Background: an optimization exercise with open tools, aiming at small area. Do not read the settings as production practice.
At most, simulation tests tie the RTL to the original design; equivalence was not proved.
Power and IR drop assume default switching activity.

Setup of red:
// sha1_msg_pad
module sha1_msg_pad
#(
  parameter int LEN_W = 23
) (
  input  logic                   clk,
  input  logic                   rst,
  input  logic [sha1_pkg::SHA1_WORD_W-1:0] in_data,
  input  logic                   in_vld,
  input  logic                   in_last,
  input  logic [2:0]             in_bytes,
  output logic                   in_rdy,
  output logic [sha1_pkg::SHA1_BLK_W-1:0]  blk_data,
  output logic                   blk_vld,
  input  logic                   blk_rdy,
  output logic                   blk_first,
  output logic                   blk_final
);
==> flow/config.mk <==
export PLATFORM = sky130hd
export DESIGN_NAME = sha1_msg_pad
export DESIGN_NICKNAME = sha1_msg_pad
export VERILOG_FILES = /design/flow/design.v
export SDC_FILE = /design/flow/constraint.sdc
export NUM_CORES = 4
export LEC_CHECK = 0
export CAP_MARGIN = 20
export CORE_MARGIN = 2
export CORE_UTILIZATION = 40
export SLEW_MARGIN = 20
==> flow/constraint.sdc <==
create_clock -name core_clock -period 5.0 [get_ports {clk}]
set_input_delay 1.0000 -clock core_clock [delete_from_list [all_inputs] [get_ports {clk}]]
set_output_delay 1.0000 -clock core_clock [all_outputs]
set_load 0.01 [all_outputs]
standard.sh (not shown) runs the stock make flow with config.mk's settings and CLKGATE_MAP_FILE= SYNTH_SCRIPT=/design/flow/synth_recipe.tcl, a recipe that flattens the netlist after the stock synthesis.
==> flow/flow/run.sh <==
#!/bin/bash
# Standard ORFS layout (the standard.sh), with two changes that affect only area:
#  - the port buffers are the smallest buffer cell (buf_1) instead of buffer_ports' default pick;
#  - CTS builds the clock tree from clkbuf_8 cells in clusters of at most 15 sinks within 60 um,
#    and inserts no dummy loads.
# The make output goes to standard_flow.log; each ORFS step writes its own log under orfs/logs.
set -euo pipefail
export BUFFER_PORTS_ARGS="-buffer_cell sky130_fd_sc_hd__buf_1"
export CTS_ARGS="-sink_clustering_enable -repair_clock_nets -dont_use_dummy_load -buf_list {sky130_fd_sc_hd__clkbuf_8} -sink_clustering_size 15 -sink_clustering_max_diameter 60"
bash standard.sh finish > standard_flow.log 2>&1
The following lists how blue was set up differently from red:
# red
export LEC_CHECK = 0
export CAP_MARGIN = 20
export CORE_MARGIN = 2
export CORE_UTILIZATION = 40
export SLEW_MARGIN = 20
create_clock -name core_clock -period 5.0 [get_ports {clk}]
# blue
export LEC_CHECK = 0
export CAP_MARGIN = 20
export CORE_MARGIN = 2
export CORE_UTILIZATION = 65
export SLEW_MARGIN = 20
create_clock -name core_clock -period 5.0 [get_ports {clk}]
[summary]
Total via count in the routed design deteriorates in blue relative to red.
Wire length on met3 is lower on red
Diff red..blue | net load switching power | negligible
Sort red and blue by internal power of the cells desc -> top: red
Non-clock buffer count was lower in blue than in red.
As far as critical path depth goes, red and blue are indistinguishable; the numbers are identical.
Sort red and blue by hold slack desc -> top: blue
blue against red; cell area is down slightly.
--- input diff blue..green ---
# blue
export LEC_CHECK = 0
export CAP_MARGIN = 20
export CORE_MARGIN = 2
export CORE_UTILIZATION = 65
export SLEW_MARGIN = 20
create_clock -name core_clock -period 5.0 [get_ports {clk}]
# green
export LEC_CHECK = 0
export ABC_AREA = 1
export CAP_MARGIN = 20
export CORE_MARGIN = 2
export CORE_UTILIZATION = 65
export SLEW_MARGIN = 20
create_clock -name core_clock -period 5.0 [get_ports {clk}]
Notes after the runs:
Compared green vs blue, and part of the total power dissipated in combinational logic is up in green. blue ended up with compound AO/OA/AOI/OAI gates as its dominant combinational cell family by area after synthesis; green ended up with simple AND/OR/NAND/NOR gates. For clock transition at the registers of the reported paths, green and blue come out practically identical. Critical path capture point: w_q[307] -> blue, w_q[196] -> green. Synthesized area on green is down relative to blue.
Function was not checked in any run of this note: the RTL went through the layout flow alone.

Setup of run A:
The RTL this note starts from:
==> flow/design.v <==
package sha1_pkg;
  localparam int SHA1_WORD_W = 32;
  localparam int SHA1_BLK_W  = 512;
  localparam logic [7:0] SHA1_PAD_BYTE = 8'h80;
  localparam logic [31:0] SHA1_H0 = 32'h67452301;
  localparam logic [31:0] SHA1_H1 = 32'hEFCDAB89;
  localparam logic [31:0] SHA1_H2 = 32'h98BADCFE;
  localparam logic [31:0] SHA1_H3 = 32'h10325476;
  localparam logic [31:0] SHA1_H4 = 32'hC3D2E1F0;
  typedef enum logic {
    ACCUM = 1'b0,
    SEND  = 1'b1
  } sha1_pad_state_e;
endpackage
module sha1_pad_word
(
  input  logic [sha1_pkg::SHA1_WORD_W-1:0] in_data,
  input  logic [2:0]             nbytes,
  output logic [sha1_pkg::SHA1_WORD_W-1:0] out_word
);
  always_comb begin
    case (nbytes)
      3'd0:    out_word = {sha1_pkg::SHA1_PAD_BYTE, 24'h0};
      3'd1:    out_word = {in_data[31:24], sha1_pkg::SHA1_PAD_BYTE, 16'h0};
      3'd2:    out_word = {in_data[31:16], sha1_pkg::SHA1_PAD_BYTE, 8'h0};
      3'd3:    out_word = {in_data[31:8], sha1_pkg::SHA1_PAD_BYTE};
      default: out_word = in_data;
    endcase
  end
endmodule
module sha1_msg_pad
#(
  parameter int LEN_W = 23
) (
  input  logic                   clk,
  input  logic                   rst,
  input  logic [sha1_pkg::SHA1_WORD_W-1:0] in_data,
  input  logic                   in_vld,
  input  logic                   in_last,
  input  logic [2:0]             in_bytes,
  output logic                   in_rdy,
  output logic [sha1_pkg::SHA1_BLK_W-1:0]  blk_data,
  output logic                   blk_vld,
  input  logic                   blk_rdy,
  output logic                   blk_first,
  output logic                   blk_final
);
  localparam int BC_W = LEN_W - 3;
  logic               snd_q;             
  logic               fresh_q;           
  logic [BC_W-1:0]    bc_q, bc_base, bc_nx;  
  logic               pend_q;            
  logic               first_q;
  logic               final_q;
  logic [0:15][31:0]  w_q, w_d;
  logic               acc, xfer, full, start, fits, lastb, mark, clr;
  logic [3:0]         idx;
  logic [2:0]         nb;
  logic [31:0]        padded, dat;
  logic [BC_W-1:2]    cin;
  logic [15:0]        wr;
  logic               len_sel;
  assign acc   = in_vld & ~snd_q;
  assign xfer  = blk_rdy & snd_q;
  assign bc_base = bc_q & {BC_W{~fresh_q}};
  assign idx   = bc_base[5:2];                   
  assign start = (idx == 4'd0);
  assign full  = in_bytes[2];                    
  assign nb    = full ? 3'd4 : in_bytes;
  assign lastb = acc & in_last;
  assign fits  = ~(idx[3] & idx[2] & (idx[1] | idx[0] & full));
  assign mark  = (bc_q[5:0] == 6'd0);
  sha1_pad_word u_pad_word (
    .in_data  (in_data),
    .nbytes   (nb),
    .out_word (padded)
  );
  assign dat = in_last ? padded : in_data;
  always_comb begin
    cin[2] = acc & (~in_last | full);
    for (int i = 2; i < BC_W - 1; i++) cin[i+1] = cin[i] & bc_base[i];
    bc_nx[BC_W-1:2] = bc_base[BC_W-1:2] ^ cin;
    bc_nx[1:0]      = bc_base[1:0] | ({2{lastb & ~full}} & in_bytes[1:0]);
  end
  always_comb begin
    for (int i = 0; i < 16; i++) wr[i] = acc & (idx == 4'(i));
  end
  assign clr     = xfer | (acc & start);
  assign len_sel = xfer | (lastb & fits);
  always_comb begin
    for (int i = 0; i < 16; i++)
      w_d[i] = (w_q[i] & {32{~clr}}) | (dat & {32{wr[i]}});
    for (int i = 1; i < 16; i++)
      w_d[i][31] = w_d[i][31] | (wr[i-1] & in_last & full);
    w_d[0][31] = w_d[0][31] | (xfer & mark);
    w_d[15][LEN_W-1:3] = w_d[15][LEN_W-1:3] | (bc_nx & {(LEN_W-3){len_sel}});
  end
  always_ff @(posedge clk) begin
    w_q  <= w_d;
    bc_q <= bc_nx;
  end
  always_ff @(posedge clk or posedge rst) begin
    if (rst) begin
      snd_q   <= 1'b0;
      fresh_q <= 1'b1;
      pend_q  <= 1'b0;
      first_q <= 1'b1;
      final_q <= 1'b0;
    end else if (acc) begin
      fresh_q <= 1'b0;
      if (in_last) begin
        snd_q   <= 1'b1;
        final_q <= fits;
        pend_q  <= ~fits;
      end else if (idx == 4'd15) begin
        snd_q   <= 1'b1;
        final_q <= 1'b0;
      end
    end else if (xfer) begin
      if (pend_q) begin
        final_q <= 1'b1;
        pend_q  <= 1'b0;
        first_q <= 1'b0;
      end else begin
        snd_q   <= 1'b0;
        first_q <= final_q;
        fresh_q <= final_q;
      end
    end
  end
  assign blk_data  = w_q;
  assign in_rdy    = ~snd_q;
  assign blk_vld   = snd_q;
  assign blk_first = first_q;
  assign blk_final = final_q;
endmodule
export LEC_CHECK = 0
export CAP_MARGIN = 0
export CORE_MARGIN = 2
export CORE_UTILIZATION = 65
export GPL_TIMING_DRIVEN = 0
export SLEW_MARGIN = 0
create_clock -name core_clock -period 5.0 [get_ports {clk}]
==> flow/flow/run.sh <==
#!/bin/bash
# Standard ORFS layout (the standard.sh), with two changes that affect only area:
#  - the port buffers are the smallest buffer cell (buf_1) instead of buffer_ports' default pick;
#  - CTS builds the clock tree from clkbuf_8 cells in clusters of at most 15 sinks within 60 um,
#    and inserts no dummy loads;
#  - the buffers that synthesis put in are removed at floorplan; the placer's resizer
#    buffers the nets that need it.
# The make output goes to standard_flow.log; each ORFS step writes its own log under orfs/logs.
set -euo pipefail
export REMOVE_ABC_BUFFERS=1
export BUFFER_PORTS_ARGS="-buffer_cell sky130_fd_sc_hd__buf_1"
export CTS_ARGS="-sink_clustering_enable -repair_clock_nets -dont_use_dummy_load -buf_list {sky130_fd_sc_hd__clkbuf_8} -sink_clustering_size 15 -sink_clustering_max_diameter 60"
bash standard.sh finish > standard_flow.log 2>&1
Edits applied to the flow inputs when going from run A to run B:
Settings: swapping 65 for 80 in CORE_UTILIZATION; clearing GPL_TIMING_DRIVEN, which used to be 0.
diff --git a/flow/flow/run.sh b/flow/flow/run.sh
--- a/flow/flow/run.sh
+++ b/flow/flow/run.sh
@@ -4,8 +4,5 @@
 #  - CTS builds the clock tree from clkbuf_8 cells in clusters of at most 15 sinks within 60 um,
-#    and inserts no dummy loads;
-#  - the buffers that synthesis put in are removed at floorplan; the placer's resizer
-#    buffers the nets that need it.
+#    and inserts no dummy loads.
 # The make output goes to standard_flow.log; each ORFS step writes its own log under orfs/logs.
 set -euo pipefail
-export REMOVE_ABC_BUFFERS=1
 export BUFFER_PORTS_ARGS="-buffer_cell sky130_fd_sc_hd__buf_1"
Findings:
Run B | ERROR | I/O pin placement (3_2_place_iop). Compared with run A, run B shows a lower x dimension of the die. Run B: height of the die is about 10% lower than what run A reported. From run B to run A, post-synthesis adder-cell area fraction did not move at all.
## Diff of input files: run C against run B
Settings: PLACE_DENSITY newly set to 0.85; CORE_UTILIZATION changed from 80 to 65.
diff --git a/flow/flow/run.sh b/flow/flow/run.sh
--- a/flow/flow/run.sh
+++ b/flow/flow/run.sh
@@ -1,3 +1,3 @@
 #!/bin/bash
-# Standard ORFS layout (the standard.sh), with two changes that affect only area:
+# Standard ORFS layout (the standard.sh), with changes that affect only area:
 #  - the port buffers are the smallest buffer cell (buf_1) instead of buffer_ports' default pick;
--- outcome ---
Apart from run B, each of run B and run C ends the flow with a layout that passes the timing, design-rule and antenna checks.
Run B did not make it past I/O pin placement (3_2_place_iop), where a tool error ended it.
As far as number of synthesized flops with an enable pin is concerned, run C and run B perform about the same.
Synthesized-area fraction occupied by adder cells: run C vs run B, no meaningful difference
Between run B and run C, the flow reports number of placement rows increasing by more than 10%.
Between run B and run C, the mapped cell area does not differ in any meaningful way.
Run C vs run B, initial core utilization went down by 16 points.
Floorplan die height: higher on run C
Per the comparison of run C with run B, share of synthesized area occupied by flip-flops and latches now sits at about the same level, share of the synthesized area in compound gates (AO/OA/AOI/OAI) now sits at about the same level, cell count after synthesis now sits at about the same level, die span in x now sits higher.

## port drivers added, routing unchanged
Ports are ideal in the flow. The routed layouts listed here were re-timed in OpenROAD. Step 1 (the two cells are an assumption about what drives the block):
set clk [get_ports {clk}]
set_driving_cell -lib_cell sky130_fd_sc_hd__clkbuf_16 $clk
set_driving_cell -lib_cell sky130_fd_sc_hd__buf_2 [delete_from_list [all_inputs] $clk]
Step 2 times the ports against the registers' clock, not the clock port: input delays grow and output delays shrink by t, the midpoint of the rising clock arrivals with the driver on. Slacks: no drivers / after step 1 / after step 2; pairs: no drivers / after step 1.
run | t, ns | slack for setup (ns) | latest minus earliest clock arrival (ns) | slew at the worst register clock pin (ns) | cell pins on the clock port's net
red | 0.655 | 1.903 / 1.903 / 1.428 | 0.040 / 0.040 | 0.10 / 0.10 | 1
blue | 0.617 | 1.963 / 1.963 / 1.437 | 0.070 / 0.069 | 0.10 / 0.10 | 1
green | 0.590 | 1.837 / 1.858 / 1.268 | 0.082 / 0.082 | 0.10 / 0.10 | 1
run A | 0.613 | 0.239 / 0.239 / -0.331 | 0.043 / 0.043 | 0.10 / 0.10 | 1
run C | 0.605 | 0.402 / 0.425 / -0.180 | 0.046 / 0.046 | 0.10 / 0.10 | 1
Met with ideal ports but missed after step 2: setup timing in run A and run C. For run C, which loses most, drivers alone change the setup slack by +0.023 ns; drivers and shift together by -0.582 ns.
